What follows belongs to an exercise in optimizing a design on an open flow for small area; a production flow would make more cautious choices. In this exercise RTL edits were held to simulation tests only and were not proved equivalent to the original. Power figures rest on the tool's default switching activity, not on a simulated workload.

$ cat flow/flow/run.sh
#!/bin/bash
# Own layout flow: the standard synthesis, then the register-file datapath (write decode,
# read select and operand muxes) rebuilt from the same registers by flow/remap.py, then the standard flow's
# standard layout with smaller port buffers and a clock tree of mid-size clock buffers.
set -euo pipefail
R=orfs/results/sky130hd/id_pipe_stage/base
bash standard.sh synth > synth.log 2>&1
cp $R/1_2_yosys.v std_1_2_yosys.v
python3 flow/remap.py std_1_2_yosys.v remapped.v > remap.log 2>&1
cp remapped.v $R/1_2_yosys.v
rm -f $R/1_synth.odb
bash standard.sh \
  BUFFER_PORTS_ARGS="-buffer_cell sky130_fd_sc_hd__buf_1" \
  CTS_ARGS="-sink_clustering_enable -repair_clock_nets -buf_list {sky130_fd_sc_hd__clkbuf_4 sky130_fd_sc_hd__clkbuf_8} -sink_clustering_size 18 -sink_clustering_max_diameter 45 -dont_use_dummy_load" \
  finish > layout.log 2>&1
$ cat flow/flow/remap.py
#!/usr/bin/env python3
"""Rebuild the register-file datapath of id_pipe_stage's synthesized netlist by hand.

Reads the standard synthesis netlist (Yosys write_verilog of sky130hd cells), keeps every
register instance (same instance names, cell types and Q nets), and replaces the logic that
drives the D and DE pins of the register file (rf_n) and the operand registers (d1_q, d2_q)
with a fixed, area-lean structure:

  - write: wr_sel[i] = wb_we & (wb_adr == i) from a 2+3 bit predecode; D = ~wb_data.
  - read:  seln[i] = ~(advance & rf_ok[i] & (rs == i)); each operand bit is the OR over i of
           (~rf_n[i] & ~seln[i]) and (wb_data & fwd), built as o22ai pairs, nor4 and nand4.
           DE = advance | fwd.  (The register file is stored inverted, so ~rf_n is the value.)

The rest of the logic (interlock, payload enables, stall counter, rf_ok) is kept as synthesized;
cells left without loads are removed.

usage: remap.py IN.v OUT.v
"""
import re
import sys

OUT_PINS = {"X", "Y", "Q", "Q_N", "SUM", "COUT", "COUT_N", "HI", "LO", "GCLK"}
P = "sky130_fd_sc_hd__"

src = open(sys.argv[1]).read()

modm = re.search(r"^module\s+(\w+)\s*\((.*?)\);", src, re.S | re.M)
top = modm.group(1)
body_start = modm.end()
endm = src.rindex("endmodule")
body = src[body_start:endm]

inst_re = re.compile(r"^\s*(" + P + r"\w+)\s+(\\\S+\s|\S+)\s*\((.*?)\);\s*$", re.S | re.M)
pin_re = re.compile(r"\.(\w+)\(\s*(.*?)\s*\)(?=\s*,|\s*$)", re.S)

cells = []  # dicts: type, name, pins (ordered list of (pin, net))
for mm in inst_re.finditer(body):
    pins = [(p, n.strip()) for p, n in pin_re.findall(mm.group(3))]
    cells.append({"type": mm.group(1), "name": mm.group(2).strip(), "pins": pins})

decls = []
assigns = []
for line in body.split(";"):
    s = line.strip()
    if re.match(r"^(input|output|wire|reg)\b", s):
        decls.append(s + " ;")
    elif s.startswith("assign "):
        assigns.append(s + " ;")

n_inst_text = len(re.findall(r"^\s*" + P, body, re.M))
assert n_inst_text == len(cells), (n_inst_text, len(cells))


def norm(n):
    """Net name as a key: escaped identifiers lose the backslash and trailing space."""
    n = n.strip()
    return n[1:].strip() if n.startswith("\\") else n


def esc(n):
    """Net name for writing: escape it if it is not a plain identifier or bit select."""
    if re.match(r"^[A-Za-z_][A-Za-z0-9_$]*(\[\d+\])?$", n):
        return n
    return "\\" + n + " "


def is_ff(c):
    return re.search(r"__(edfxtp|dfxtp|dfrtp|dfstp|dfrbp|dfxbp|dfbbp|dfbbn|dfrtn|edfxbp|sdf)", c["type"]) is not None


ffs = [c for c in cells if is_ff(c)]
ff_by_q = {}
for c in ffs:
    q = dict(c["pins"])["Q"]
    ff_by_q[norm(q)] = c

XLEN = 32
NREGS = 32

# ---------------------------------------------------------------- new logic
new_cells = []
new_wires = []
cnt = [0]


def wire(prefix):
    cnt[0] += 1
    w = f"hm_{prefix}_{cnt[0]}"
    new_wires.append(w)
    return w


def cell(ctype, pins, out="Y", prefix="n"):
    o = wire(prefix)
    cnt[0] += 1
    new_cells.append({"type": P + ctype, "name": f"hm_c{cnt[0]}_{ctype}", "pins": list(pins.items()) + [(out, o)]})
    return o


def inv(a):
    return cell("inv_1", {"A": a})


# register nets
def q(name):
    c = ff_by_q.get(name)
    assert c is not None, name
    return dict(c["pins"])["Q"]


rf = [[None] * XLEN for _ in range(NREGS)]
for i in range(1, NREGS):
    for b in range(XLEN):
        rf[i][b] = q(f"rf_n[{i}][{b}]")
ok = [None] + [q(f"rf_ok[{i}]") for i in range(1, NREGS)]

# port nets
wb_adr = [f"wb_adr[{k}]" for k in range(5)]
wb_data = [f"wb_data[{k}]" for k in range(XLEN)]
rs = {1: [f"in_inst[{15 + k}]" for k in range(5)], 2: [f"in_inst[{20 + k}]" for k in range(5)]}
a_q = {1: [f"out_rs1_adr[{k}]" for k in range(5)], 2: [f"out_rs2_adr[{k}]" for k in range(5)]}
for p in (1, 2):
    for k in range(5):
        assert norm(a_q[p][k]) in ff_by_q, a_q[p][k]
assert "out_valid" in ff_by_q

# shared inverted write data (the register file stores ~wb_data)
wn = [cell("inv_2", {"A": wb_data[b]}) for b in range(XLEN)]

# advance = ~out_valid | out_ready ; advn = ~advance
ready_n = inv("out_ready")
adv = cell("nand2_2", {"A": "out_valid", "B": ready_n})
advn = inv(adv)

# write decode
wa_n = [inv(wb_adr[k]) for k in range(5)]


def lit(bits, bits_n, k, val):
    """Net that is 1 when bit k differs from val (for nor-based decode)."""
    return bits_n[k] if (val >> k) & 1 else bits[k]


we_n = inv("wb_we")
# low 2 bits with wb_we folded in: lo[k] = we & adr[1:0]==k, as nor3 of "differs" literals
wlo = [cell("nor3_1", {"A": we_n, "B": lit(wb_adr, wa_n, 0, k), "C": lit(wb_adr, wa_n, 1, k)}) for k in range(4)]
whi = []
for m in range(8):
    whi.append(cell("nor3_1", {"A": lit(wb_adr, wa_n, 2, m << 2), "B": lit(wb_adr, wa_n, 3, m << 2), "C": lit(wb_adr, wa_n, 4, m << 2)}))
wsel = [None] * NREGS
for i in range(1, NREGS):
    wsel[i] = cell("and2_4", {"A": wlo[i & 3], "B": whi[i >> 2]}, out="X")

# hook the register file's D and DE
for i in range(1, NREGS):
    for b in range(XLEN):
        c = ff_by_q[norm(rf[i][b])]
        assert c["type"] == P + "edfxtp_1", c["type"]
        pins = dict(c["pins"])
        pins["D"] = wn[b]
        pins["DE"] = wsel[i]
        c["pins"] = [(k, pins[k]) for k, _ in c["pins"]]

# rf_ok[i] <= rf_ok[i] | wr_sel[i]
for i in range(1, NREGS):
    c = ff_by_q[f"rf_ok[{i}]"]
    assert c["type"] == P + "dfrtp_1", c["type"]
    pins = dict(c["pins"])
    pins["D"] = cell("or2_1", {"A": ok[i], "B": wsel[i]}, out="X")
    c["pins"] = [(k, pins[k]) for k, _ in c["pins"]]

# live writeback: wb_we & wb_adr != 0
wb_z_lo = cell("nor3_1", {"A": wb_adr[0], "B": wb_adr[1], "C": wb_adr[2]})
wb_z_hi = cell("nor2_1", {"A": wb_adr[3], "B": wb_adr[4]})
wb_nz = cell("nand2_1", {"A": wb_z_lo, "B": wb_z_hi})
wlive_n = cell("nand2_1", {"A": "wb_we", "B": wb_nz})

for p in (1, 2):
    r = rs[p]
    rn = [inv(r[k]) for k in range(5)]
    # predecode: lo lines carry advance
    rlo = [cell("and3_2", {"A": adv, "B": lit(rn, r, 0, k), "C": lit(rn, r, 1, k)}, out="X") for k in range(4)]
    rhi = [cell("nor3_1", {"A": lit(r, rn, 2, m << 2), "B": lit(r, rn, 3, m << 2), "C": lit(r, rn, 4, m << 2)}) for m in range(8)]
    seln = [None] * NREGS
    for i in range(1, NREGS):
        sel = cell("and3_1", {"A": rlo[i & 3], "B": rhi[i >> 2], "C": ok[i]}, out="X")
        seln[i] = cell("inv_4", {"A": sel})
    # fwd = ~advance & wb_we & wb_adr != 0 & wb_adr == a_q
    eq = [cell("xnor2_1", {"A": wb_adr[k], "B": a_q[p][k]}) for k in range(5)]
    e1 = cell("nand3_1", {"A": eq[0], "B": eq[1], "C": eq[2]})
    e2 = cell("nand3_1", {"A": eq[3], "B": eq[4], "C": advn})
    # fwd = ~e1 & ~e2 & ~wlive_n
    fwd = cell("nor3_1", {"A": e1, "B": e2, "C": wlive_n})
    de = cell("or2_4", {"A": adv, "B": fwd}, out="X")
    for b in range(XLEN):
        pos = []
        for i in range(1, NREGS - 1, 2):
            pos.append(cell("o22ai_1", {"A1": rf[i][b], "A2": seln[i], "B1": rf[i + 1][b], "B2": seln[i + 1]}))
        pos.append(cell("o22ai_1", {"A1": rf[NREGS - 1][b], "A2": seln[NREGS - 1], "B1": wn[b], "B2": adv}))
        assert len(pos) == 16
        negs = [cell("nor4_1", {"A": pos[4 * g], "B": pos[4 * g + 1], "C": pos[4 * g + 2], "D": pos[4 * g + 3]}) for g in range(4)]
        d = cell("nand4_1", {"A": negs[0], "B": negs[1], "C": negs[2], "D": negs[3]})
        c = ff_by_q[f"out_rs{p}_data[{b}]"]
        assert c["type"] == P + "edfxtp_1", c["type"]
        pins = dict(c["pins"])
        pins["D"] = d
        pins["DE"] = de
        c["pins"] = [(k, pins[k]) for k, _ in c["pins"]]

# ---------------------------------------------------------------- dead logic removal
allc = cells + new_cells
readers = {}


def add_read(n):
    readers[n] = readers.get(n, 0) + 1


port_outs = set()
for d in decls:
    mm = re.match(r"output\s+(\[(\d+):(\d+)\]\s+)?(\S+)\s*;", d)
    if mm:
        nm = mm.group(4)
        if mm.group(1):
            for k in range(int(mm.group(3)), int(mm.group(2)) + 1):
                port_outs.add(f"{nm}[{k}]")
        port_outs.add(nm)
assign_text = " ".join(a.split("=", 1)[1] for a in assigns)


def used_by_assign(n):
    base = n.split("[")[0]
    return re.search(r"(?<![\w$\\])\\?" + re.escape(base) + r"\b", assign_text) is not None


def outs_of(c):
    return [norm(n) for p, n in c["pins"] if p in OUT_PINS]


def ins_of(c):
    return [norm(n) for p, n in c["pins"] if p not in OUT_PINS]


alive = set(range(len(allc)))
changed = True
while changed:
    changed = False
    readers = {}
    for k in alive:
        for n in ins_of(allc[k]):
            add_read(n)
    for k in list(alive):
        c = allc[k]
        if is_ff(c):
            continue
        os_ = outs_of(c)
        if any(readers.get(n) or n in port_outs or used_by_assign(n) for n in os_):
            continue
        alive.discard(k)
        changed = True

kept = [allc[k] for k in sorted(alive)]
removed = len(allc) - len(kept)


def fmt_net(n):
    n = n.strip()
    if n.startswith("\\"):
        return n if n.endswith(" ") else n + " "
    return n


out = [f"module {top}({modm.group(2)});"]
out += ["  " + d for d in decls]
out += [f"  wire {w};" for w in new_wires]
for c in kept:
    pins = ",\n".join(f"    .{p}({fmt_net(n)})" for p, n in c["pins"])
    name = c["name"]
    if name.startswith("\\") and not name.endswith(" "):
        name += " "
    out.append(f"  {c['type']} {name} (\n{pins}\n  );")
out += ["  " + a for a in assigns]
out.append("endmodule")
open(sys.argv[2], "w").write("\n".join(out) + "\n")

area = {}
lib = open("/OpenROAD-flow-scripts/flow/platforms/sky130hd/lib/sky130_fd_sc_hd__tt_025C_1v80.lib").read() if len(sys.argv) > 3 else None
print(f"cells in: {len(cells)}  new: {len(new_cells)}  removed: {removed}  out: {len(kept)}", file=sys.stderr)
$ cat flow/standard.sh
#!/bin/bash
# synth_recipe.tcl (not shown) runs the flow's synth.tcl, then flattens the netlist and writes it again
# the make line also repeats each setting of config.mk as NAME=value (left out here)
make -C /OpenROAD-flow-scripts/flow DESIGN_CONFIG=/design/flow/config.mk WORK_HOME=/design/flow/orfs CLKGATE_MAP_FILE= SYNTH_SCRIPT=/design/flow/synth_recipe.tcl "${@:-finish}"
$ cat flow/config.mk
export PLATFORM = sky130hd
export DESIGN_NAME = id_pipe_stage
export DESIGN_NICKNAME = id_pipe_stage
export VERILOG_FILES = /design/flow/design.v
export SDC_FILE = /design/flow/constraint.sdc
export NUM_CORES = 4
export LEC_CHECK = 0
export CAP_MARGIN = 20
export CORE_MARGIN = 2
export CORE_UTILIZATION = 60
export CTS_BUF_LIST = sky130_fd_sc_hd__clkbuf_4 sky130_fd_sc_hd__clkbuf_8
export CTS_CLUSTER_DIAMETER = 45
export CTS_CLUSTER_SIZE = 18
export PLACE_DENSITY = 0.72
export SLEW_MARGIN = 20
$ cat flow/constraint.sdc
create_clock -name core_clock -period 8.0 [get_ports {clk}]
set_input_delay 1.6000 -clock core_clock [delete_from_list [all_inputs] [get_ports {clk}]]
set_output_delay 1.6000 -clock core_clock [all_outputs]
set_load 0.01 [all_outputs]
$ cat flow/design.v
module id_pipe_stage #(
  parameter int XLEN   = 32,
  parameter int NREGS  = 32,
  parameter int CTRL_W = 24,
  localparam int AW    = $clog2(NREGS)
) (
  input  logic              clk,
  input  logic              rst_n,
  input  logic              in_valid,
  output logic              in_ready,
  input  logic [XLEN-1:0]   in_pc,
  input  logic [31:0]       in_inst,
  input  logic [CTRL_W-1:0] in_ctrl,
  input  logic              in_mem_read,
  input  logic              in_reg_write,
  input  logic              flush,
  input  logic              out_ready,
  output logic              out_valid,
  output logic [XLEN-1:0]   out_pc,
  output logic [XLEN-1:0]   out_rs1_data,
  output logic [XLEN-1:0]   out_rs2_data,
  output logic [AW-1:0]     out_rs1_adr,
  output logic [AW-1:0]     out_rs2_adr,
  output logic [AW-1:0]     out_rd_adr,
  output logic [2:0]        out_funct3,
  output logic [6:0]        out_funct7,
  output logic [CTRL_W-1:0] out_ctrl,
  output logic              out_mem_read,
  output logic              out_reg_write,
  input  logic              wb_we,
  input  logic [AW-1:0]     wb_adr,
  input  logic [XLEN-1:0]   wb_data,
  output logic [15:0]       stall_cnt
);
  logic [AW-1:0]     dec_rs1, dec_rs2;
  logic [XLEN-1:0]   rf_n [NREGS];
  logic [NREGS-1:0]  rf_ok;
  logic [NREGS-1:0]  wr_sel;
  logic [NREGS-1:0]  rd1_sel, rd2_sel;
  logic [XLEN-1:0]   rs1_rd_data, rs2_rd_data;
  logic              advance, hazard, take;
  logic              v_q;
  logic [XLEN-1:0]   pc_q, d1_q, d2_q;
  logic [AW-1:0]     a1_q, a2_q, ard_q;
  logic [2:0]        f3_q;
  logic [6:0]        f7_q;
  logic [CTRL_W-1:0] ctrl_q;
  logic              mr_q, rw_q;
  logic [15:0]       stall_cnt_q;
  assign dec_rs1 = in_inst[15 +: AW];
  assign dec_rs2 = in_inst[20 +: AW];
  always_comb begin
    for (int i = 0; i < NREGS; i++) begin
      wr_sel[i]  = (i != 0) && wb_we && (wb_adr == AW'(i));
      rd1_sel[i] = (i != 0) && rf_ok[i] && (dec_rs1 == AW'(i));
      rd2_sel[i] = (i != 0) && rf_ok[i] && (dec_rs2 == AW'(i));
    end
  end
  always_comb begin
    rs1_rd_data = '0;
    rs2_rd_data = '0;
    for (int i = 1; i < NREGS; i++) begin
      rs1_rd_data = rs1_rd_data | ({XLEN{rd1_sel[i]}} & ~rf_n[i]);
      rs2_rd_data = rs2_rd_data | ({XLEN{rd2_sel[i]}} & ~rf_n[i]);
    end
  end
  always_ff @(posedge clk) begin
    for (int i = 1; i < NREGS; i++) begin
      if (wr_sel[i]) rf_n[i] <= ~wb_data;
    end
  end
  always_ff @(posedge clk or negedge rst_n) begin
    if (!rst_n) rf_ok <= '0;
    else        rf_ok <= rf_ok | wr_sel;
  end
  assign advance  = ~v_q | out_ready;
  assign hazard   = v_q & mr_q & (ard_q != '0) & in_valid &
                    ((dec_rs1 == ard_q) | (dec_rs2 == ard_q));
  assign in_ready = advance & ~hazard;
  assign take     = advance & in_valid & ~hazard;
  always_ff @(posedge clk or negedge rst_n) begin
    if (!rst_n) v_q <= 1'b0;
    else        v_q <= ~flush & (take | (v_q & ~out_ready));
  end
  always_ff @(posedge clk) begin
    if (advance) begin
      pc_q   <= in_pc;
      d1_q   <= rs1_rd_data;
      d2_q   <= rs2_rd_data;
      a1_q   <= dec_rs1;
      a2_q   <= dec_rs2;
      ard_q  <= in_inst[7 +: AW];
      f3_q   <= in_inst[14:12];
      f7_q   <= in_inst[31:25];
      ctrl_q <= in_ctrl;
      mr_q   <= in_mem_read;
      rw_q   <= in_reg_write;
    end else begin
      if (wb_we && (wb_adr != '0) && (wb_adr == a1_q)) d1_q <= wb_data;
      if (wb_we && (wb_adr != '0) && (wb_adr == a2_q)) d2_q <= wb_data;
    end
  end
  always_ff @(posedge clk or negedge rst_n) begin
    if (!rst_n) begin
      stall_cnt_q <= '0;
    end else if (in_valid && !in_ready && !flush && (stall_cnt_q != 16'hFFFF)) begin
      stall_cnt_q <= stall_cnt_q + 16'd1;
    end
  end
  assign out_valid     = v_q;
  assign out_pc        = pc_q;
  assign out_rs1_data  = d1_q;
  assign out_rs2_data  = d2_q;
  assign out_rs1_adr   = a1_q;
  assign out_rs2_adr   = a2_q;
  assign out_rd_adr    = ard_q;
  assign out_funct3    = f3_q;
  assign out_funct7    = f7_q;
  assign out_ctrl      = ctrl_q & {CTRL_W{v_q}};
  assign out_mem_read  = mr_q & v_q;
  assign out_reg_write = rw_q & v_q;
  assign stall_cnt     = stall_cnt_q;
endmodule
==> metrics.yaml, run 1 <==
status: "complete, no violations"
totalNegativeSetupSlack_ps: 0
port_buffers: 290
grt_max_degree: 85
antenna_left: 0
worst-path-max-fanout: 44
via_per_inst: 7.86
r2r_start: "v_q"
post-cts-setup-buffers: 0
critPathLaunchType: "primary input"
reg2regPathDepth: 8
antenna_found_initial: 8
fmax_ghz: 0.209
routedWlPerCell_microns: 34.6
critical_path_class: "primary input to register"
die_w_microns: 282
htree_num_levels: 3
period_needed_ps: 4800
cts.sinks: 1187
hpwl_microns: 79600
grt_first_pass_wirelength_microns: 213000
ctsHoldBuffers: 0
num-nets-final: 3479
multi_input_area_sq_um: 10300
nFillCells: 5425
skew_ps: 92.5
vias: 34500
critPathRequiredTime_ps: 8440
synth-warning-count: 2
ff2ff_setup_slack_ps: 3220
min_period_over_period_pct: 59.9
fp.coreArea_sq_um: 77100
first_pass_iters: 12
dieArea_sq_um: 79600
synthToLayoutAreaGrowth_pct: 8.50
io_pins: 298
whs_path_depth: 1
cts.reportedPaths.clkPinSlew_ps: 90
synth_nets: 3085
routabilityCongestion: 0.849
drt_iter0_drc: 6124
post-route-drc-count: 0
grt_pass1_vias: 33700
max_slew_margin_pct: 31.2
power_mw: 10.9
tritoncts: "done"
drv_slew: 0
grt_usage_pct: 37.3
cp-end-kind: "register"
postSynthAreaPerCell_sq_um: 15.7
synthesis.area_sq_um: 46400
hold_start: "rf_ok[19]"
syn-instance-count: 2951
ctsResizeCount: 0
min_to: "rf_ok[19]"
wl_microns: 152000
final_cell_mix: "edfxtp_1, o22ai_1, buf_1"
drive_above_1_share_pct: 7.84
seq_area_sq_um: 35400
maxCapViolations: 0
min-delay-path-class: "register to register"
tightestPinTransition_ps: 1030
grt-ovfl-total: 0
hold_viol_final: 0
row_count: 102
die_height_microns: 282
cts_buffers: 119
start_util_pct: 60.2
clockBufferDepth: 3
power_leakage_nw: 15.6
finalSetupViolations: 0
vdd_drop_max_uv: 173
mostFrequentLayoutCell: "edfxtp_1"
rsz0062_at_grt: "no"
clock_latency_ps: 780
timing.rr.end: "d1_q[15]"
holdWs_ps: 481
cp_data_arrival_time_ps: 5230
powerDensity_nw_per_um2: 217
cts-root-buf: "clkbuf_8"
[critical path, cell delays in order]
cell and delay (ps):
buf_1 100, inv_1 70, nand2_2 470, buf_4 550, and3_2 360, and3_1 210
inv_4 490, o22ai_1 150, nor4_1 790, nand4_1 310
[report_power, final]
group | internal [mW] | switching (mW) | total (mW)
Clock | 1.31 | 1.87 | 3.18
Combinational | 0.175 | 0.470 | 0.645
Sequential | 7.02 | 0.0940 | 7.11
[worst max path at each step]
stage | startpoint | end | slack [ps] | cells after the start
after global placement | out_ready | d2_q[9] | 2840 | 10
after floorplan | out_ready | a1_q[0] | 3330 | 5
final | out_ready | d1_q[15] | 3200 | 10
after global routing | v_q | d2_q[12] | 3240 | 8
after CTS | v_q | d1_q[9] | 3560 | 8
after detailed placement | out_ready | d1_q[9] | 2780 | 10
[layout make-up]
| class | instances | area share, % |
|---|---|---|
| Antenna cell | 3 | 0.0149 |
| Clock buffer | 119 | 3.25 |
| Inverter | 114 | 1.16 |
| Multi-Input combinational cell | 1630 | 20.5 |
| Sequential cell | 1187 | 70.3 |
| Tap cell | 1040 | 2.58 |
| Timing Repair Buffer | 293 | 2.21 |
[sequential cells by signal, summed over array words and instances (netlist names)]
name         cells
ctrl_q          24
mr_q             1
f7_q             7
rf_n           992
rw_q             1
a1_q             5
ard_q            5
f3_q             3
stall_cnt_q     16
rf_ok           31
pc_q            32
d2_q            32
v_q              1
a2_q             5
d1_q            32
[through the flow]
| step | instance area (sq um) | setup slack, ps | utilization [%] | cells |
|---|---|---|---|---|
| 6_report | 50400 | 3200 | 65.4 | 4386 |
| 5_1_grt | 50400 | 3240 | 65.4 | 4384 |
| 4_1_cts | 50400 | 3560 | 65.4 | 4383 |
| 3_5_place_dp | 48700 | 2780 | 63.2 | 4264 |
| 3_3_place_gp | 48700 | 2840 | 63.2 | 4264 |
| 2_1_floorplan | 46400 | 3330 | - | 2951 |
[layer usage]
metal	global-route usage, %	part of all wire [%]	routed length, microns
met5	0	0.032	48
met4	20.7	6.0	9060
met2	56.9	45	68100
met3	11.6	17	25100
met1	48.2	33	49500
==> run 2: changes to the inputs <==
==> flow/flow/run.sh (replaced) <==
#!/bin/bash
# Own layout flow: the standard synthesis, then the register-file datapath (write decode,
# read select and operand muxes) rebuilt from the same registers by flow/remap.py, then the standard flow's
# standard layout with smaller port buffers and a clock tree of small clock buffers in
# small sink clusters, without dummy loads.
set -euo pipefail
R=orfs/results/sky130hd/id_pipe_stage/base
bash standard.sh synth > synth.log 2>&1
cp $R/1_2_yosys.v std_1_2_yosys.v
python3 flow/remap.py std_1_2_yosys.v remapped.v > remap.log 2>&1
cp remapped.v $R/1_2_yosys.v
rm -f $R/1_synth.odb
bash standard.sh \
  BUFFER_PORTS_ARGS="-buffer_cell sky130_fd_sc_hd__buf_1" \
  CTS_ARGS="-sink_clustering_enable -repair_clock_nets -buf_list {sky130_fd_sc_hd__clkbuf_4} -sink_clustering_size 9 -sink_clustering_max_diameter 40 -dont_use_dummy_load" \
  finish > layout.log 2>&1
--- a/flow/flow/remap.py
+++ b/flow/flow/remap.py
@@ -7,9 +7,11 @@
 with a fixed, area-lean structure:
 
   - write: wr_sel[i] = wb_we & (wb_adr == i) from a 2+3 bit predecode; D = ~wb_data.
-  - read:  seln[i] = ~(advance & rf_ok[i] & (rs == i)); each operand bit is the OR over i of
-           (~rf_n[i] & ~seln[i]) and (wb_data & fwd), built as o22ai pairs, nor4 and nand4.
-           DE = advance | fwd.  (The register file is stored inverted, so ~rf_n is the value.)
+  - read:  seln[i] = ~(advance & rf_ok[i] & (rs == i)); each operand bit's D is the OR over i of
+           (~rf_n[i] & ~seln[i]) and (wb_data & ~advance), i.e. advance ? read : wb_data, built
+           as o22ai pairs, nor4 and nand4; DE = advance | fwd, as the standard synthesis has them.
+           (The register file is stored inverted, so ~rf_n is the value.)
+  - high-fanout selects and write data get sized drivers (and2_4, inv_4, inv_2, or2_4).
 
 The rest of the logic (interlock, payload enables, stall counter, rf_ok) is kept as synthesized;
 cells left without loads are removed.
--- a/flow/config.mk
+++ b/flow/config.mk
@@ -8,8 +8,8 @@
 export CAP_MARGIN = 20
 export CORE_MARGIN = 2
 export CORE_UTILIZATION = 60
-export CTS_BUF_LIST = sky130_fd_sc_hd__clkbuf_4 sky130_fd_sc_hd__clkbuf_8
-export CTS_CLUSTER_DIAMETER = 45
-export CTS_CLUSTER_SIZE = 18
+export CTS_BUF_LIST = sky130_fd_sc_hd__clkbuf_4
+export CTS_CLUSTER_DIAMETER = 40
+export CTS_CLUSTER_SIZE = 9
 export PLACE_DENSITY = 0.72
 export SLEW_MARGIN = 20
==> metrics.yaml, run 2 <==
status: "complete, no violations"  # unchanged
worst-path-max-fanout: 44  # unchanged
post-route-drc-count: 0  # unchanged
ff2ff_setup_slack_ps: 3110  # was 3220 ps
max_slew_margin_pct: 31.1  # was 31.2%
cp_data_arrival_time_ps: 5550  # was 5230 ps
hpwl_microns: 79600  # unchanged
cts-root-buf: "clkbuf_4"  # was clkbuf_8
critPathLaunchType: "register"  # was primary input
r2r_start: "v_q"  # unchanged
die_w_microns: 282  # unchanged
vdd_drop_max_uv: 139  # was 173 uV
drt_iter0_drc: 6456  # was 6124
synthToLayoutAreaGrowth_pct: 7.64  # was 8.50%
fmax_ghz: 0.205  # was 0.209 GHz
cp-end-kind: "register"  # unchanged
synthesis.area_sq_um: 46400  # unchanged
min_to: "rf_ok[25]"  # was rf_ok[19]
cts.sinks: 1187  # unchanged
power_leakage_nw: 15.5  # was 15.6 nW
totalNegativeSetupSlack_ps: 0  # unchanged
ctsResizeCount: 0  # unchanged
maxCapViolations: 0  # unchanged
seq_area_sq_um: 35400  # unchanged
antenna_left: 0  # unchanged
rsz0062_at_grt: "no"  # unchanged
post-cts-setup-buffers: 0  # unchanged
mostFrequentLayoutCell: "edfxtp_1"  # unchanged
finalSetupViolations: 0  # unchanged
power_mw: 10.6  # was 10.9 mW
final_cell_mix: "edfxtp_1, o22ai_1, buf_1"  # unchanged
grt_first_pass_wirelength_microns: 214000  # was 213000 microns
syn-instance-count: 2951  # unchanged
timing.rr.end: "d1_q[15]"  # unchanged
grt-ovfl-total: 0  # unchanged
reg2regPathDepth: 8  # unchanged
nFillCells: 5512  # was 5425
num-nets-final: 3524  # was 3479
largest_reg_flops: 992  # unchanged
io_pins: 298  # unchanged
routedWlPerCell_microns: 34.4  # was 34.6 microns
whs_path_depth: 1  # unchanged
tightestPinTransition_ps: 1030  # about the same
wl_microns: 153000  # was 152000 microns
clockBufferDepth: 3  # unchanged
drv_slew: 0  # unchanged
drive_above_1_share_pct: 9.06  # was 7.84%
min_period_over_period_pct: 61.1  # was 59.9%
first_pass_iters: 9  # was 12
period_needed_ps: 4890  # was 4800 ps
critPathRequiredTime_ps: 8660  # was 8440 ps
synth_nets: 3085  # unchanged
holdWs_ps: 487  # was 481 ps
multi_input_area_sq_um: 10300  # unchanged
htree_num_levels: 4  # was 3
skew_ps: 93.4  # was 92.5 ps
clock_latency_ps: 1090  # was 780 ps
antenna_found_initial: 9  # was 8
start_util_pct: 60.2  # unchanged
ctsHoldBuffers: 0  # unchanged
synth-warning-count: 2  # unchanged
postSynthAreaPerCell_sq_um: 15.7  # unchanged
routabilityCongestion: 0.849  # unchanged
dieArea_sq_um: 79600  # unchanged
powerDensity_nw_per_um2: 212  # was 217 nW/um^2
row_count: 102  # unchanged
grt_pass1_vias: 34100  # was 33.7k
vias: 34800  # was 34.5k
via_per_inst: 7.84  # was 7.86
hold_start: "rf_ok[25]"  # was rf_ok[19]
grt_usage_pct: 37.7  # was 37.3%
die_height_microns: 282  # unchanged
fp.coreArea_sq_um: 77100  # unchanged
cts.reportedPaths.clkPinSlew_ps: 90  # about the same
critical_path_class: "register to register"  # was primary input to register
port_buffers: 290  # unchanged
cts_buffers: 164  # was 119
hold_viol_final: 0  # unchanged
top_register: "rf_n"  # unchanged
grt_max_degree: 85  # unchanged
min-delay-path-class: "register to register"  # unchanged
tritoncts: "done"  # unchanged
## run 2: per-stage QoR
step	cells	setup WS, ps	util (%)	instance area (sq um)
global placement	4264	2840	63.2	48700
finish	4434	3110	64.8	50000
detailed placement	4264	2780	63.2	48700
floorplan	2951	3330	-	46400
global route	4434	3140	64.8	50000
CTS	4428	3520	64.8	50000
## run 2: metal layers
layer / routed length, microns / vias to the layer above / global-route usage, % / share of wire [%]
met5: 60 / - / 0 / 0.039
met1: 49600 / 16600 / 47.8 / 32
met4: 9040 / 8 / 21.9 / 5.9
met2: 68600 / 3571 / 57.1 / 45
met3: 25400 / 845 / 13.0 / 17
li1: - / 13800 / - / -
## run 2: critical path: stages, from the launching register on
cell and delay (ps):
dfrtp_1 800, nand2_2 680, buf_4 550, and3_2 370
and3_1 210, inv_4 480, o22ai_1 180, nor4_1 800
nand4_1 300
## run 2: area by class of cell
cell class	count	area share [%]
flip-flops and latches	1187	70.8
multi-input cells	1630	20.7
well taps	1040	2.60
clock buffers	164	2.46
repair buffers	293	2.23
inverters	114	1.17
diodes	6	0.0300
## run 2: worst max path at each step
stage / end / cells past startpoint / start / slack (ps)
final: d1_q[15] / 8 / v_q / 3110
after global routing: d2_q[15] / 8 / v_q / 3140
after CTS: d1_q[15] / 8 / v_q / 3520
after detailed placement: d1_q[9] / 10 / out_ready / 2780
after global placement: d2_q[9] / 10 / out_ready / 2840
after floorplan: a1_q[0] / 5 / out_ready / 3330
## run 2: report_power, final
| group | switching (mW) | internal (mW) |
|---|---|---|
| sequential | 0.0947 | 7.01 |
| clock | 1.88 | 0.940 |
| combinational | 0.470 | 0.175 |
| total | 2.44 | 8.13 |
==> run 3: changes to the inputs <==
--- a/flow/design.v
+++ b/flow/design.v
@@ -35,9 +35,11 @@
   logic [AW-1:0]     dec_rs1, dec_rs2;
   logic [XLEN-1:0]   rf_n [NREGS];
   logic [NREGS-1:0]  rf_ok;
+  logic              phase;
   logic [NREGS-1:0]  wr_sel;
   logic [NREGS-1:0]  rd1_sel, rd2_sel;
   logic [XLEN-1:0]   rs1_rd_data, rs2_rd_data;
+  logic [AW-1:0]     wr_slot, rd1_slot, rd2_slot;
   logic              advance, hazard, take;
   logic              v_q;
   logic [XLEN-1:0]   pc_q, d1_q, d2_q;
@@ -49,29 +51,48 @@
   logic [15:0]       stall_cnt_q;
   assign dec_rs1 = in_inst[15 +: AW];
   assign dec_rs2 = in_inst[20 +: AW];
+  assign rd1_slot = {dec_rs1[AW-1:1], dec_rs1[0] ^ phase};
+  assign rd2_slot = {dec_rs2[AW-1:1], dec_rs2[0] ^ phase};
+  assign wr_slot  = {wb_adr[AW-1:1], wb_adr[0] ^ ~phase};
   always_comb begin
-    for (int i = 0; i < NREGS; i++) begin
-      wr_sel[i]  = (i != 0) && wb_we && (wb_adr == AW'(i));
-      rd1_sel[i] = (i != 0) && rf_ok[i] && (dec_rs1 == AW'(i));
-      rd2_sel[i] = (i != 0) && rf_ok[i] && (dec_rs2 == AW'(i));
+    wr_sel  = '0;
+    rd1_sel = '0;
+    rd2_sel = '0;
+    wr_sel[1]  = wb_we && (wb_adr == AW'(1));
+    rd1_sel[1] = rf_ok[1] && (dec_rs1 == AW'(1));
+    rd2_sel[1] = rf_ok[1] && (dec_rs2 == AW'(1));
+    for (int p = 2; p < NREGS; p++) begin
+      wr_sel[p]  = wb_we && (wr_slot == AW'(p));
+      rd1_sel[p] = rf_ok[p] && (rd1_slot == AW'(p));
+      rd2_sel[p] = rf_ok[p] && (rd2_slot == AW'(p));
     end
   end
   always_comb begin
     rs1_rd_data = '0;
     rs2_rd_data = '0;
-    for (int i = 1; i < NREGS; i++) begin
-      rs1_rd_data = rs1_rd_data | ({XLEN{rd1_sel[i]}} & ~rf_n[i]);
-      rs2_rd_data = rs2_rd_data | ({XLEN{rd2_sel[i]}} & ~rf_n[i]);
+    for (int p = 1; p < NREGS; p++) begin
+      rs1_rd_data = rs1_rd_data | ({XLEN{rd1_sel[p]}} & ~rf_n[p]);
+      rs2_rd_data = rs2_rd_data | ({XLEN{rd2_sel[p]}} & ~rf_n[p]);
     end
   end
   always_ff @(posedge clk) begin
-    for (int i = 1; i < NREGS; i++) begin
-      if (wr_sel[i]) rf_n[i] <= ~wb_data;
+    if (wr_sel[1]) rf_n[1] <= ~wb_data;
+    for (int p = 2; p < NREGS; p++) begin
+      rf_n[p] <= wr_sel[p] ? ~wb_data : rf_n[p ^ 1];
     end
   end
   always_ff @(posedge clk or negedge rst_n) begin
-    if (!rst_n) rf_ok <= '0;
-    else        rf_ok <= rf_ok | wr_sel;
+    if (!rst_n) begin
+      rf_ok <= '0;
+      phase <= 1'b0;
+    end else begin
+      rf_ok[0] <= 1'b0;
+      rf_ok[1] <= rf_ok[1] | wr_sel[1];
+      for (int p = 2; p < NREGS; p++) begin
+        rf_ok[p] <= rf_ok[p ^ 1] | wr_sel[p];
+      end
+      phase <= ~phase;
+    end
   end
   assign advance  = ~v_q | out_ready;
   assign hazard   = v_q & mr_q & (ard_q != '0) & in_valid &
--- a/flow/flow/remap.py
+++ b/flow/flow/remap.py
@@ -3,18 +3,21 @@
 
 Reads the standard synthesis netlist (Yosys write_verilog of sky130hd cells), keeps every
 register instance (same instance names, cell types and Q nets), and replaces the logic that
-drives the D and DE pins of the register file (rf_n) and the operand registers (d1_q, d2_q)
-with a fixed, area-lean structure:
+drives the D (and DE) pins of the register file slots (rf_n), their rf_ok bits and the operand
+registers (d1_q, d2_q) with a fixed, area-lean structure that computes the same pin functions:
 
-  - write: wr_sel[i] = wb_we & (wb_adr == i) from a 2+3 bit predecode; D = ~wb_data.
-  - read:  seln[i] = ~(advance & rf_ok[i] & (rs == i)); each operand bit's D is the OR over i of
-           (~rf_n[i] & ~seln[i]) and (wb_data & ~advance), i.e. advance ? read : wb_data, built
-           as o22ai pairs, nor4 and nand4; DE = advance | fwd, as the standard synthesis has them.
+  - slot 1 (register 1): edfxtp, D = ~wb_data, DE = write to slot 1.
+  - slots 2..31 swap pairwise every cycle: D = wr_sel[p] ? ~wb_data : rf_n[p ^ 1], one a2bb2oi
+    per bit; wr_sel[p] = wb_we & (wb_adr ^ ~phase == p) from a 2+3 bit predecode.
+  - rf_ok[p] <= rf_ok[p ^ 1] | wr_sel[p] (rf_ok[1] <= rf_ok[1] | wr_sel[1]).
+  - read:  seln[p] = ~(advance & rf_ok[p] & (rs ^ phase == p)); each operand bit's D is the OR
+           over p of (~rf_n[p] & ~seln[p]) and (wb_data & ~advance), i.e. advance ? read :
+           wb_data, built as o22ai pairs, nor4 and nand4; DE = advance | fwd.
            (The register file is stored inverted, so ~rf_n is the value.)
   - high-fanout selects and write data get sized drivers (and2_4, inv_4, inv_2, or2_4).
 
-The rest of the logic (interlock, payload enables, stall counter, rf_ok) is kept as synthesized;
-cells left without loads are removed.
+The rest of the logic (interlock, payload enables, stall counter, phase) is kept as
+synthesized; cells left without loads are removed.
 
 usage: remap.py IN.v OUT.v
 """
@@ -134,7 +137,8 @@
 adv = cell("nand2_2", {"A": "out_valid", "B": ready_n})
 advn = inv(adv)
 
-# write decode
+# write decode, in slots after the edge: slot bit 0 = wb_adr[0] ^ ~phase (slots 2..31)
+phase = q("phase")
 wa_n = [inv(wb_adr[k]) for k in range(5)]
 
 
@@ -143,32 +147,43 @@
     return bits_n[k] if (val >> k) & 1 else bits[k]
 
 
+ws0 = cell("xnor2_1", {"A": wb_adr[0], "B": phase})
+ws0_n = inv(ws0)
+ws = [ws0] + wb_adr[1:]
+ws_n = [ws0_n] + wa_n[1:]
 we_n = inv("wb_we")
-# low 2 bits with wb_we folded in: lo[k] = we & adr[1:0]==k, as nor3 of "differs" literals
-wlo = [cell("nor3_1", {"A": we_n, "B": lit(wb_adr, wa_n, 0, k), "C": lit(wb_adr, wa_n, 1, k)}) for k in range(4)]
+# low 2 bits with wb_we folded in: lo[k] = we & slot[1:0]==k, as nor3 of "differs" literals
+wlo = [cell("nor3_1", {"A": we_n, "B": lit(ws, ws_n, 0, k), "C": lit(ws, ws_n, 1, k)}) for k in range(4)]
 whi = []
 for m in range(8):
     whi.append(cell("nor3_1", {"A": lit(wb_adr, wa_n, 2, m << 2), "B": lit(wb_adr, wa_n, 3, m << 2), "C": lit(wb_adr, wa_n, 4, m << 2)}))
 wsel = [None] * NREGS
-for i in range(1, NREGS):
+# slot 1 holds register 1 and does not move
+wlo1 = cell("nor3_1", {"A": we_n, "B": wa_n[0], "C": wb_adr[1]})
+wsel[1] = cell("and2_4", {"A": wlo1, "B": whi[0]}, out="X")
+for i in range(2, NREGS):
     wsel[i] = cell("and2_4", {"A": wlo[i & 3], "B": whi[i >> 2]}, out="X")
 
-# hook the register file's D and DE
+# hook the register file's D (and DE)
 for i in range(1, NREGS):
     for b in range(XLEN):
         c = ff_by_q[norm(rf[i][b])]
-        assert c["type"] == P + "edfxtp_1", c["type"]
         pins = dict(c["pins"])
-        pins["D"] = wn[b]
-        pins["DE"] = wsel[i]
+        if i == 1:
+            assert c["type"] == P + "edfxtp_1", c["type"]
+            pins["D"] = wn[b]
+            pins["DE"] = wsel[i]
+        else:
+            assert c["type"] == P + "dfxtp_1", c["type"]
+            pins["D"] = cell("a2bb2oi_1", {"A1_N": rf[i ^ 1][b], "A2_N": wsel[i], "B1": wb_data[b], "B2": wsel[i]})
         c["pins"] = [(k, pins[k]) for k, _ in c["pins"]]
 
-# rf_ok[i] <= rf_ok[i] | wr_sel[i]
+# rf_ok[p] <= rf_ok[p ^ 1] | wr_sel[p]; rf_ok[1] <= rf_ok[1] | wr_sel[1]
 for i in range(1, NREGS):
     c = ff_by_q[f"rf_ok[{i}]"]
     assert c["type"] == P + "dfrtp_1", c["type"]
     pins = dict(c["pins"])
-    pins["D"] = cell("or2_1", {"A": ok[i], "B": wsel[i]}, out="X")
+    pins["D"] = cell("or2_1", {"A": ok[i if i == 1 else i ^ 1], "B": wsel[i]}, out="X")
     c["pins"] = [(k, pins[k]) for k, _ in c["pins"]]
 
 # live writeback: wb_we & wb_adr != 0
@@ -180,12 +195,18 @@
 for p in (1, 2):
     r = rs[p]
     rn = [inv(r[k]) for k in range(5)]
+    # slot now: bit 0 = rs[0] ^ phase (slots 2..31)
+    s0 = cell("xor2_1", {"A": r[0], "B": phase}, out="X")
+    s0_n = inv(s0)
+    sl = [s0] + r[1:]
+    sl_n = [s0_n] + rn[1:]
     # predecode: lo lines carry advance
-    rlo = [cell("and3_2", {"A": adv, "B": lit(rn, r, 0, k), "C": lit(rn, r, 1, k)}, out="X") for k in range(4)]
+    rlo = [cell("and3_2", {"A": adv, "B": lit(sl_n, sl, 0, k), "C": lit(sl_n, sl, 1, k)}, out="X") for k in range(4)]
     rhi = [cell("nor3_1", {"A": lit(r, rn, 2, m << 2), "B": lit(r, rn, 3, m << 2), "C": lit(r, rn, 4, m << 2)}) for m in range(8)]
     seln = [None] * NREGS
     for i in range(1, NREGS):
-        sel = cell("and3_1", {"A": rlo[i & 3], "B": rhi[i >> 2], "C": ok[i]}, out="X")
+        lo = cell("and3_1", {"A": adv, "B": r[0], "C": rn[1]}, out="X") if i == 1 else rlo[i & 3]
+        sel = cell("and3_1", {"A": lo, "B": rhi[i >> 2], "C": ok[i]}, out="X")
         seln[i] = cell("inv_4", {"A": sel})
     # fwd = ~advance & wb_we & wb_adr != 0 & wb_adr == a_q
     eq = [cell("xnor2_1", {"A": wb_adr[k], "B": a_q[p][k]}) for k in range(5)]
==> metrics.yaml, run 3 <==
postSynthAreaPerCell_sq_um: 11.5  # was 15.7 sq um
synth_nets: 4056  # was 3085
drt_iter0_drc: 7704  # was 6456
routabilityCongestion: 0.847  # was 0.849
power_mw: 13.6  # was 10.6 mW
synth-warning-count: 2  # unchanged
power_leakage_nw: 18.3  # was 15.5 nW
row_count: 100  # was 102
maxCapViolations: 0  # unchanged
routedWlPerCell_microns: 34.1  # was 34.4 microns
reg2regPathDepth: 7  # was 8
synthToLayoutAreaGrowth_pct: 8.08  # was 7.64%
num-nets-final: 4516  # was 3524
cts-root-buf: "clkbuf_4"  # unchanged
dp_cells: 5189  # was 4264
fin_util_pct: 65.6  # was 64.8%
die_w_microns: 279  # was 282 microns
cts.reportedPaths.clkPinSlew_ps: 100  # was 90 ps
powerDensity_nw_per_um2: 277  # was 212 nW/um^2
dieArea_sq_um: 77700  # was 79600 sq um
finalSetupViolations: 0  # unchanged
cp-endpoint: "d1_q[3]"  # was d1_q[15]
antenna_left: 0  # unchanged
fp.coreArea_sq_um: 74600  # was 77100 sq um
rsz0062_at_grt: "no"  # unchanged
grt-ovfl-total: 0  # unchanged
min_period_over_period_pct: 57.1  # was 61.1%
largest_reg_flops: 992  # unchanged
period_needed_ps: 4570  # was 4890 ps
r2r_start: "v_q"  # unchanged
hold_viol_final: 0  # unchanged
cts_buffers: 160  # was 164
nFillCells: 5987  # was 5512
critPathLaunchType: "register"  # unchanged
grt_max_degree: 78  # was 85
via_per_inst: 7.90  # was 7.84
fin_cells: 5358  # was 4434
antenna_found_initial: 7  # was 9
clock_latency_ps: 1130  # was 1090 ps
ctsResizeCount: 0  # unchanged
clockBufferDepth: 3  # unchanged
ctsHoldBuffers: 0  # unchanged
htree_num_levels: 4  # unchanged
postLayoutCellArea_sq_um: 48900  # was 50000 sq um
worst-path-max-fanout: 77  # was 44
tightestPinTransition_ps: 1270  # was 1030 ps
skew_ps: 94.7  # was 93.4 ps
post-route-drc-count: 0  # unchanged
wl_microns: 183000  # was 153000 microns
timing.rr.end: "d1_q[3]"  # was d1_q[15]
startpoint: "v_q"  # unchanged
max_slew_margin_pct: 15.1  # was 31.1%
cts.sinks: 1188  # was 1187
tritoncts: "done"  # unchanged
critPathRequiredTime_ps: 8680  # was 8660 ps
vdd_drop_max_uv: 171  # was 139 uV
port_buffers: 290  # unchanged
start_util_pct: 60.7  # was 60.2%
totalNegativeSetupSlack_ps: 0  # unchanged
min-delay-path-class: "register to register"  # unchanged
hpwl_microns: 86900  # was 79600 microns
top_register: "rf_n"  # unchanged
grt_pass1_vias: 38800  # was 34.1k
syn-instance-count: 3922  # was 2951
cp-end-kind: "register"  # unchanged
drv_slew: 0  # unchanged
synthesis.area_sq_um: 45300  # was 46400 sq um
fmax_ghz: 0.219  # was 0.205 GHz
io_pins: 298  # unchanged
grt_usage_pct: 44.9  # was 37.7%
cp_data_arrival_time_ps: 5240  # was 5550 ps
grt_first_pass_wirelength_microns: 256000  # was 214000 microns
drive_above_1_share_pct: 7.58  # was 9.06%
mostFrequentLayoutCell: "o22ai_1"  # was edfxtp_1
critical_path_class: "register to register"  # unchanged
vias: 42300  # was 34.8k
status: "complete, no violations"  # unchanged
final_cell_mix: "o22ai_1, a2bb2oi_1, dfxtp_1"  # was edfxtp_1, o22ai_1, buf_1
die_height_microns: 279  # was 282 microns
post-cts-setup-buffers: 0  # unchanged
first_pass_iters: 9  # unchanged
ff2ff_setup_slack_ps: 3430  # was 3110 ps
dpl-instance-area_sq_um: 47700  # was 48700 sq um
## run 3: cell types whose count changed in the layout (fill, tap and decap cells not counted), sizes merged, moves of 3 or more
| cell | previous run | this run |
|---|---|---|
| clkbuf | 165 | 161 |
| diode | 6 | 9 |
| nand2 | 5 | 8 |
| edfxtp | 1139 | 179 |
| nor3 | 33 | 36 |
| a2bb2oi | 0 | 960 |
| dfxtp | 0 | 960 |
| nand3 | 14 | 10 |
| buf | 292 | 323 |
| nand4 | 74 | 71 |
| xor2 | 10 | 14 |
## run 3: stage by stage
step                hold slack [ps]  worst slack (ps)
finish                          452              3430
floorplan                       442              3340
CTS                             442              3470
detailed placement              459              3080
global placement                446              3180
global route                    467              3310
## run 3: worst min path at each step
stage / endpoint / from / cells past startpoint
2_1_floorplan: rf_ok[10] / rf_ok[11] / 1
4_1_cts: rf_n[17][16] / rf_n[16][16] / 1
5_1_grt: rf_n[17][16] / rf_n[16][16] / 1
3_3_place_gp: rf_ok[30] / rf_ok[31] / 1
6_report: rf_n[17][16] / rf_n[16][16] / 1
3_5_place_dp: rf_ok[16] / rf_ok[17] / 1
## run 3: critical path, stage by stage (launching register included)
cell     delay [ps]
dfrtp_1         890
nand2_4         830
and3_2          590
and3_1          200
inv_4           570
o22ai_1         170
nor4_1          430
nand4_1         440
## run 3: final cells by class
cell class	count	area, sq um	area share (%)
Inverter	115	588	1.20
Clock buffer	160	1200	2.45
Antenna cell	9	22.5	0.0460
Tap cell	969	1210	2.48
Timing Repair Buffer	324	1350	2.75
Multi-Input combinational cell	2593	18800	38.3
Sequential cell	1188	25800	52.8
## run 3: per-layer routing
metal	GRT usage [%]	wire (microns)	share of wire, %	up-vias
li1	-	-	-	17800
met1	56.6	65300	36	19600
met2	64.9	76900	42	3939
met3	17.1	27900	15	1053
met4	27.7	12400	6.8	2
met5	0	34	0.019	-
## run 3: power breakdown
| group | internal (mW) | switching [mW] | leakage [nW] | total, mW |
|---|---|---|---|---|
| logic | 1.20 | 0.840 | 6.97 | 2.04 |
| registers | 7.52 | 1.14 | 10.6 | 8.65 |
| clock network | 0.918 | 1.97 | 0.736 | 2.89 |
| total | 9.63 | 3.95 | 18.3 | 13.6 |
==> run 4: changes to the inputs <==
--- a/flow/design.v
+++ b/flow/design.v
@@ -33,13 +33,12 @@
   output logic [15:0]       stall_cnt
 );
   logic [AW-1:0]     dec_rs1, dec_rs2;
-  logic [XLEN-1:0]   rf_n [NREGS];
-  logic [NREGS-1:0]  rf_ok;
+  logic [XLEN-1:0]   rf_s [NREGS];
+  logic [NREGS-1:0]  rf_nok;
   logic              phase;
   logic [NREGS-1:0]  wr_sel;
   logic [NREGS-1:0]  rd1_sel, rd2_sel;
   logic [XLEN-1:0]   rs1_rd_data, rs2_rd_data;
-  logic [AW-1:0]     wr_slot, rd1_slot, rd2_slot;
   logic              advance, hazard, take;
   logic              v_q;
   logic [XLEN-1:0]   pc_q, d1_q, d2_q;
@@ -51,46 +50,32 @@
   logic [15:0]       stall_cnt_q;
   assign dec_rs1 = in_inst[15 +: AW];
   assign dec_rs2 = in_inst[20 +: AW];
-  assign rd1_slot = {dec_rs1[AW-1:1], dec_rs1[0] ^ phase};
-  assign rd2_slot = {dec_rs2[AW-1:1], dec_rs2[0] ^ phase};
-  assign wr_slot  = {wb_adr[AW-1:1], wb_adr[0] ^ ~phase};
   always_comb begin
-    wr_sel  = '0;
-    rd1_sel = '0;
-    rd2_sel = '0;
-    wr_sel[1]  = wb_we && (wb_adr == AW'(1));
-    rd1_sel[1] = rf_ok[1] && (dec_rs1 == AW'(1));
-    rd2_sel[1] = rf_ok[1] && (dec_rs2 == AW'(1));
-    for (int p = 2; p < NREGS; p++) begin
-      wr_sel[p]  = wb_we && (wr_slot == AW'(p));
-      rd1_sel[p] = rf_ok[p] && (rd1_slot == AW'(p));
-      rd2_sel[p] = rf_ok[p] && (rd2_slot == AW'(p));
+    for (int i = 0; i < NREGS; i++) begin
+      wr_sel[i]  = (i != 0) && wb_we && (wb_adr == AW'(i));
+      rd1_sel[i] = (i != 0) && !rf_nok[i] && (dec_rs1 == AW'(i));
+      rd2_sel[i] = (i != 0) && !rf_nok[i] && (dec_rs2 == AW'(i));
     end
   end
   always_comb begin
     rs1_rd_data = '0;
     rs2_rd_data = '0;
-    for (int p = 1; p < NREGS; p++) begin
-      rs1_rd_data = rs1_rd_data | ({XLEN{rd1_sel[p]}} & ~rf_n[p]);
-      rs2_rd_data = rs2_rd_data | ({XLEN{rd2_sel[p]}} & ~rf_n[p]);
+    for (int i = 1; i < NREGS; i++) begin
+      rs1_rd_data = rs1_rd_data | ({XLEN{rd1_sel[i]}} & (rf_s[i] ^ {XLEN{~phase}}));
+      rs2_rd_data = rs2_rd_data | ({XLEN{rd2_sel[i]}} & (rf_s[i] ^ {XLEN{~phase}}));
     end
   end
   always_ff @(posedge clk) begin
-    if (wr_sel[1]) rf_n[1] <= ~wb_data;
-    for (int p = 2; p < NREGS; p++) begin
-      rf_n[p] <= wr_sel[p] ? ~wb_data : rf_n[p ^ 1];
+    for (int i = 1; i < NREGS; i++) begin
+      rf_s[i] <= wr_sel[i] ? (wb_data ^ {XLEN{phase}}) : ~rf_s[i];
     end
   end
   always_ff @(posedge clk or negedge rst_n) begin
     if (!rst_n) begin
-      rf_ok <= '0;
+      rf_nok <= '1;
       phase <= 1'b0;
     end else begin
-      rf_ok[0] <= 1'b0;
-      rf_ok[1] <= rf_ok[1] | wr_sel[1];
-      for (int p = 2; p < NREGS; p++) begin
-        rf_ok[p] <= rf_ok[p ^ 1] | wr_sel[p];
-      end
+      rf_nok <= rf_nok & ~wr_sel;
       phase <= ~phase;
     end
   end
--- a/flow/flow/remap.py
+++ b/flow/flow/remap.py
@@ -3,17 +3,18 @@
 
 Reads the standard synthesis netlist (Yosys write_verilog of sky130hd cells), keeps every
 register instance (same instance names, cell types and Q nets), and replaces the logic that
-drives the D (and DE) pins of the register file slots (rf_n), their rf_ok bits and the operand
+drives the D (and DE) pins of the register file (rf_s), its rf_nok bits and the operand
 registers (d1_q, d2_q) with a fixed, area-lean structure that computes the same pin functions:
 
-  - slot 1 (register 1): edfxtp, D = ~wb_data, DE = write to slot 1.
-  - slots 2..31 swap pairwise every cycle: D = wr_sel[p] ? ~wb_data : rf_n[p ^ 1], one a2bb2oi
-    per bit; wr_sel[p] = wb_we & (wb_adr ^ ~phase == p) from a 2+3 bit predecode.
-  - rf_ok[p] <= rf_ok[p ^ 1] | wr_sel[p] (rf_ok[1] <= rf_ok[1] | wr_sel[1]).
-  - read:  seln[p] = ~(advance & rf_ok[p] & (rs ^ phase == p)); each operand bit's D is the OR
-           over p of (~rf_n[p] & ~seln[p]) and (wb_data & ~advance), i.e. advance ? read :
-           wb_data, built as o22ai pairs, nor4 and nand4; DE = advance | fwd.
-           (The register file is stored inverted, so ~rf_n is the value.)
+  - rf_s[i] <= wr_sel[i] ? wb_data ^ phase : ~rf_s[i]: one o22ai per bit, fed by
+    wr_sel[i] = wb_we & (wb_adr == i) (2+3 bit predecode) and its inverse, and by
+    ~(wb_data ^ phase), one xor2 and inv_4 per bit.  (Entry i holds register i XOR ~phase.)
+  - rf_nok[i] <= rf_nok[i] & ~wr_sel[i].
+  - read:  seln[i] = ~(advance & ~rf_nok[i] & (rs == i)), one or3 of negative predecode lines
+           and rf_nok[i]; each operand bit is the OR over i of
+           (~rf_s[i] & ~seln[i]) and (wb_data & ~advance), built as o22ai pairs, nor4 and
+           nand4, then XOR (phase & any register selected), which gives the D the standard
+           synthesis has, advance ? read : wb_data; DE = advance | fwd.
   - high-fanout selects and write data get sized drivers (and2_4, inv_4, inv_2, or2_4).
 
 The rest of the logic (interlock, payload enables, stall counter, phase) is kept as
@@ -116,8 +117,8 @@
 rf = [[None] * XLEN for _ in range(NREGS)]
 for i in range(1, NREGS):
     for b in range(XLEN):
-        rf[i][b] = q(f"rf_n[{i}][{b}]")
-ok = [None] + [q(f"rf_ok[{i}]") for i in range(1, NREGS)]
+        rf[i][b] = q(f"rf_s[{i}][{b}]")
+nok = [None] + [q(f"rf_nok[{i}]") for i in range(1, NREGS)]
 
 # port nets
 wb_adr = [f"wb_adr[{k}]" for k in range(5)]
@@ -137,8 +138,7 @@
 adv = cell("nand2_2", {"A": "out_valid", "B": ready_n})
 advn = inv(adv)
 
-# write decode, in slots after the edge: slot bit 0 = wb_adr[0] ^ ~phase (slots 2..31)
-phase = q("phase")
+# write decode
 wa_n = [inv(wb_adr[k]) for k in range(5)]
 
 
@@ -147,43 +147,36 @@
     return bits_n[k] if (val >> k) & 1 else bits[k]
 
 
-ws0 = cell("xnor2_1", {"A": wb_adr[0], "B": phase})
-ws0_n = inv(ws0)
-ws = [ws0] + wb_adr[1:]
-ws_n = [ws0_n] + wa_n[1:]
 we_n = inv("wb_we")
-# low 2 bits with wb_we folded in: lo[k] = we & slot[1:0]==k, as nor3 of "differs" literals
-wlo = [cell("nor3_1", {"A": we_n, "B": lit(ws, ws_n, 0, k), "C": lit(ws, ws_n, 1, k)}) for k in range(4)]
+# low 2 bits with wb_we folded in: lo[k] = we & adr[1:0]==k, as nor3 of "differs" literals
+wlo = [cell("nor3_1", {"A": we_n, "B": lit(wb_adr, wa_n, 0, k), "C": lit(wb_adr, wa_n, 1, k)}) for k in range(4)]
 whi = []
 for m in range(8):
     whi.append(cell("nor3_1", {"A": lit(wb_adr, wa_n, 2, m << 2), "B": lit(wb_adr, wa_n, 3, m << 2), "C": lit(wb_adr, wa_n, 4, m << 2)}))
 wsel = [None] * NREGS
-# slot 1 holds register 1 and does not move
-wlo1 = cell("nor3_1", {"A": we_n, "B": wa_n[0], "C": wb_adr[1]})
-wsel[1] = cell("and2_4", {"A": wlo1, "B": whi[0]}, out="X")
-for i in range(2, NREGS):
+for i in range(1, NREGS):
     wsel[i] = cell("and2_4", {"A": wlo[i & 3], "B": whi[i >> 2]}, out="X")
 
-# hook the register file's D (and DE)
+# rf_s[i] <= wr_sel[i] ? wb_data ^ phase : ~rf_s[i]
+phase = q("phase")
+wy = [cell("inv_4", {"A": cell("xor2_1", {"A": wb_data[b], "B": phase}, out="X")}) for b in range(XLEN)]
+wseln = [None] * NREGS
+for i in range(1, NREGS):
+    wseln[i] = cell("inv_4", {"A": wsel[i]})
 for i in range(1, NREGS):
     for b in range(XLEN):
         c = ff_by_q[norm(rf[i][b])]
+        assert c["type"] == P + "dfxtp_1", c["type"]
         pins = dict(c["pins"])
-        if i == 1:
-            assert c["type"] == P + "edfxtp_1", c["type"]
-            pins["D"] = wn[b]
-            pins["DE"] = wsel[i]
-        else:
-            assert c["type"] == P + "dfxtp_1", c["type"]
-            pins["D"] = cell("a2bb2oi_1", {"A1_N": rf[i ^ 1][b], "A2_N": wsel[i], "B1": wb_data[b], "B2": wsel[i]})
+        pins["D"] = cell("o22ai_1", {"A1": rf[i][b], "A2": wsel[i], "B1": wy[b], "B2": wseln[i]})
         c["pins"] = [(k, pins[k]) for k, _ in c["pins"]]
 
-# rf_ok[p] <= rf_ok[p ^ 1] | wr_sel[p]; rf_ok[1] <= rf_ok[1] | wr_sel[1]
+# rf_nok[i] <= rf_nok[i] & ~wr_sel[i]
 for i in range(1, NREGS):
-    c = ff_by_q[f"rf_ok[{i}]"]
-    assert c["type"] == P + "dfrtp_1", c["type"]
+    c = ff_by_q[f"rf_nok[{i}]"]
+    assert c["type"].startswith(P + "dfstp_"), c["type"]
     pins = dict(c["pins"])
-    pins["D"] = cell("or2_1", {"A": ok[i if i == 1 else i ^ 1], "B": wsel[i]}, out="X")
+    pins["D"] = cell("and2_1", {"A": nok[i], "B": wseln[i]}, out="X")
     c["pins"] = [(k, pins[k]) for k, _ in c["pins"]]
 
 # live writeback: wb_we & wb_adr != 0
@@ -195,19 +188,12 @@
 for p in (1, 2):
     r = rs[p]
     rn = [inv(r[k]) for k in range(5)]
-    # slot now: bit 0 = rs[0] ^ phase (slots 2..31)
-    s0 = cell("xor2_1", {"A": r[0], "B": phase}, out="X")
-    s0_n = inv(s0)
-    sl = [s0] + r[1:]
-    sl_n = [s0_n] + rn[1:]
     # predecode: lo lines carry advance
-    rlo = [cell("and3_2", {"A": adv, "B": lit(sl_n, sl, 0, k), "C": lit(sl_n, sl, 1, k)}, out="X") for k in range(4)]
-    rhi = [cell("nor3_1", {"A": lit(r, rn, 2, m << 2), "B": lit(r, rn, 3, m << 2), "C": lit(r, rn, 4, m << 2)}) for m in range(8)]
+    rlo_n = [cell("nand3_1", {"A": adv, "B": lit(rn, r, 0, k), "C": lit(rn, r, 1, k)}) for k in range(4)]
+    rhi_n = [cell("nand3_1", {"A": lit(rn, r, 2, m << 2), "B": lit(rn, r, 3, m << 2), "C": lit(rn, r, 4, m << 2)}) for m in range(8)]
     seln = [None] * NREGS
     for i in range(1, NREGS):
-        lo = cell("and3_1", {"A": adv, "B": r[0], "C": rn[1]}, out="X") if i == 1 else rlo[i & 3]
-        sel = cell("and3_1", {"A": lo, "B": rhi[i >> 2], "C": ok[i]}, out="X")
-        seln[i] = cell("inv_4", {"A": sel})
+        seln[i] = cell("or3_2", {"A": rlo_n[i & 3], "B": rhi_n[i >> 2], "C": nok[i]}, out="X")
     # fwd = ~advance & wb_we & wb_adr != 0 & wb_adr == a_q
     eq = [cell("xnor2_1", {"A": wb_adr[k], "B": a_q[p][k]}) for k in range(5)]
     e1 = cell("nand3_1", {"A": eq[0], "B": eq[1], "C": eq[2]})
@@ -215,6 +201,12 @@
     # fwd = ~e1 & ~e2 & ~wlive_n
     fwd = cell("nor3_1", {"A": e1, "B": e2, "C": wlive_n})
     de = cell("or2_4", {"A": adv, "B": fwd}, out="X")
+    # flip = phase & (some register selected): the tree gives ~rf_s of the selected entry
+    anyp = [cell("nand4_1", {"A": seln[4 * g + 1], "B": seln[4 * g + 2], "C": seln[4 * g + 3], "D": seln[4 * g + 4]}) for g in range(7)]
+    anyp.append(cell("nand3_1", {"A": seln[29], "B": seln[30], "C": seln[31]}))
+    anyn = [cell("nor4_1", {"A": anyp[4 * h], "B": anyp[4 * h + 1], "C": anyp[4 * h + 2], "D": anyp[4 * h + 3]}) for h in range(2)]
+    any_sel = cell("nand2_1", {"A": anyn[0], "B": anyn[1]})
+    flip = cell("and2_2", {"A": phase, "B": any_sel}, out="X")
     for b in range(XLEN):
         pos = []
         for i in range(1, NREGS - 1, 2):
@@ -222,7 +214,8 @@
         pos.append(cell("o22ai_1", {"A1": rf[NREGS - 1][b], "A2": seln[NREGS - 1], "B1": wn[b], "B2": adv}))
         assert len(pos) == 16
         negs = [cell("nor4_1", {"A": pos[4 * g], "B": pos[4 * g + 1], "C": pos[4 * g + 2], "D": pos[4 * g + 3]}) for g in range(4)]
-        d = cell("nand4_1", {"A": negs[0], "B": negs[1], "C": negs[2], "D": negs[3]})
+        d_raw = cell("nand4_1", {"A": negs[0], "B": negs[1], "C": negs[2], "D": negs[3]})
+        d = cell("xor2_1", {"A": d_raw, "B": flip}, out="X")
         c = ff_by_q[f"out_rs{p}_data[{b}]"]
         assert c["type"] == P + "edfxtp_1", c["type"]
         pins = dict(c["pins"])
==> metrics.yaml, run 4 <==
tritoncts: "done"  # unchanged
drv_slew: 0  # unchanged
grt_usage_pct: 50.1  # was 44.9%
post-route-drc-count: 0  # unchanged
wl_microns: 197000  # was 183000 microns
skew_ps: 156  # was 94.7 ps
ctsResizeCount: 0  # unchanged
drive_above_1_share_pct: 11.5  # was 7.58%
synthToLayoutAreaGrowth_pct: 9.98  # was 8.08%
fp.coreArea_sq_um: 72600  # was 74600 sq um
via_per_inst: 8.11  # was 7.90
min_period_over_period_pct: 61.9  # was 57.1%
row_count: 99  # was 100
cp_cell_sequence: "nand2_2 > nand3_1 > or3_2 > o22ai_1 > nor4_2 > nand4_1 > xor2_1"  # was nand2_4 > and3_2 > and3_1 > inv_4 > o22ai_1 > nor4_1 > nand4_1
ff2ff_setup_slack_ps: 3050  # was 3430 ps
mostFrequentLayoutCell: "o22ai_1"  # unchanged
start_util_pct: 60.3  # was 60.7%
port_buffers: 290  # unchanged
critical_path_class: "register to register"  # unchanged
htree_num_levels: 4  # unchanged
max_slew_margin_pct: 7.55  # was 15.1%
drt_iter0_drc: 7605  # was 7704
vdd_drop_max_uv: 163  # was 171 uV
fmax_ghz: 0.202  # was 0.219 GHz
cts.reportedPaths.clkPinSlew_ps: 90  # was 100 ps
totalNegativeSetupSlack_ps: 0  # unchanged
cp_slowest_cell: "nor4_2"  # was dfrtp_1
synth_nets: 4186  # was 4056
rsz0062_at_grt: "no"  # unchanged
ctsHoldBuffers: 0  # unchanged
reg2regPathDepth: 7  # unchanged
timing.rr.end: "d1_q[7]"  # was d1_q[3]
r2r_start: "v_q"  # unchanged
cp-end-kind: "register"  # unchanged
holdWs_ps: 483  # was 452 ps
first_pass_iters: 14  # was 9
grt_max_degree: 78  # unchanged
cts_buffers: 164  # was 160
clockBufferDepth: 3  # unchanged
clock_latency_ps: 1100  # was 1130 ps
vias: 44900  # was 42.3k
critPathLaunchType: "register"  # unchanged
post-cts-setup-buffers: 0  # unchanged
status: "complete, no violations"  # unchanged
critPathRequiredTime_ps: 8780  # was 8680 ps
routedWlPerCell_microns: 35.6  # was 34.1 microns
synth-warning-count: 2  # unchanged
postSynthAreaPerCell_sq_um: 10.8  # was 11.5 sq um
cp_top_family: "simple AND/OR/NAND/NOR gates"  # unchanged
powerDensity_nw_per_um2: 283  # was 277 nW/um^2
antenna_left: 0  # unchanged
whs_path_depth: 1  # unchanged
die_height_microns: 274  # was 279 microns
grt-ovfl-total: 0  # unchanged
die_w_microns: 274  # was 279 microns
cts-root-buf: "clkbuf_4"  # unchanged
largest_reg_flops: 992  # unchanged
grt_first_pass_wirelength_microns: 274000  # was 256000 microns
syn-instance-count: 4052  # was 3922
slowest_delay_ps: 1120  # was 890 ps
critical_path.n_buffers_inverters: 0  # was 1
io_pins: 298  # unchanged
min_to: "rf_s[10][27]"  # was rf_n[17][16]
antenna_found_initial: 26  # was 7
cp_data_arrival_time_ps: 5730  # was 5240 ps
tightestPinTransition_ps: 1380  # was 1270 ps
period_needed_ps: 4950  # was 4570 ps
maxCapViolations: 0  # unchanged
dieArea_sq_um: 75100  # was 77700 sq um
final_cell_mix: "o22ai_1, dfxtp_1, buf_1"  # was o22ai_1, a2bb2oi_1, dfxtp_1
top_register: "rf_s"  # was rf_n
hold_viol_final: 0  # unchanged
cts.sinks: 1188  # unchanged
finalSetupViolations: 0  # unchanged
hold_start: "rf_s[10][27]"  # was rf_n[16][16]
routabilityCongestion: 1.02  # was 0.847
worst-path-max-fanout: 33  # was 77
power_leakage_nw: 17.0  # was 18.3 nW
num-nets-final: 4692  # was 4516
hpwl_microns: 114000  # was 86900 microns
synthesis.area_sq_um: 43700  # was 45300 sq um
min-delay-path-class: "register to register"  # unchanged
grt_pass1_vias: 40400  # was 38.8k
-- run 4: cell types whose count changed in the layout (fill, tap and decap cells not counted), sizes merged, moves of 27 or more --
cell     before   now
dfrtp        49    18
buf         323   357
and3         76     3
edfxtp      179   147
xor2         14    97
or3           0    62
o22ai      1024  2017
dfxtp       960   992
dfstp         0    31
nand3        10    37
a2bb2oi     960     0
and2         57    92
or2          33     2
-- run 4: how the worst max path moves through the flow --
| stage | startpoint | cells past startpoint | endpoint |
|---|---|---|---|
| after CTS | in_inst[23] | 8 | in_ready |
| after detailed placement | in_inst[23] | 8 | d2_q[10] |
| after floorplan | out_ready | 5 | a1_q[0] |
| after global routing | in_inst[22] | 8 | in_ready |
| after global placement | in_inst[22] | 8 | d2_q[28] |
| final | v_q | 7 | d1_q[7] |
-- run 4: report_power, final --
part | switching, mW | total (mW) | leakage [nW] | internal [mW]
Combinational | 1.29 | 2.32 | 5.53 | 1.04
Clock | 1.97 | 2.91 | 0.755 | 0.938
Sequential | 0.968 | 8.39 | 10.7 | 7.42
-- run 4: worst reg2reg max path: cells and delay by family, from the launching register on --
kind / cells / cell delay [ps]
simple gates: 5 / 3370
compound gates: 1 / 250
xor+xnor: 1 / 290
flops: 1 / 800
-- run 4: per-layer routing --
layer  track usage (%)  wire length, microns  vias up
li1                  -                     -    18400
met1              60.6                 66900    21200
met2              68.2                 78100     4289
met3              24.3                 34100      985
met4              37.7                 17200       24
met5              1.48                   418        -
-- run 4: final cells by class --
| class | instances | area, sq um |
|---|---|---|
| Timing Repair Buffer | 358 | 1600 |
| Fill cell | 5952 | 24500 |
| Multi-Input combinational cell | 2730 | 17900 |
| Sequential cell | 1188 | 25500 |
| Antenna cell | 16 | 40.0 |
| Tap cell | 959 | 1200 |
| Inverter | 116 | 594 |
| Clock buffer | 164 | 1230 |
-- run 4: metrics by stage --
step                setup slack (ps)  total power [mW]  utilization [%]  area (sq um)  cells
floorplan                       3280              9.68                -         43700   4052
global placement                2590              10.5             64.4         46800   5349
detailed placement              2740              10.7             64.5         46800   5351
CTS                             3140              13.4             66.2         48000   5515
global route                    3060              14.0             66.2         48100   5517
finish                          3050              13.6             66.3         48100   5531

Re-timed with assumed drivers on the ports (clkbuf_16 on the clock, buf_2 on other inputs), run 4 has 3.046 ns of setup slack against 3.046 ns with ideal ports, and 2.186 ns once port delays also move by the mid clock arrival of 1.091 ns.
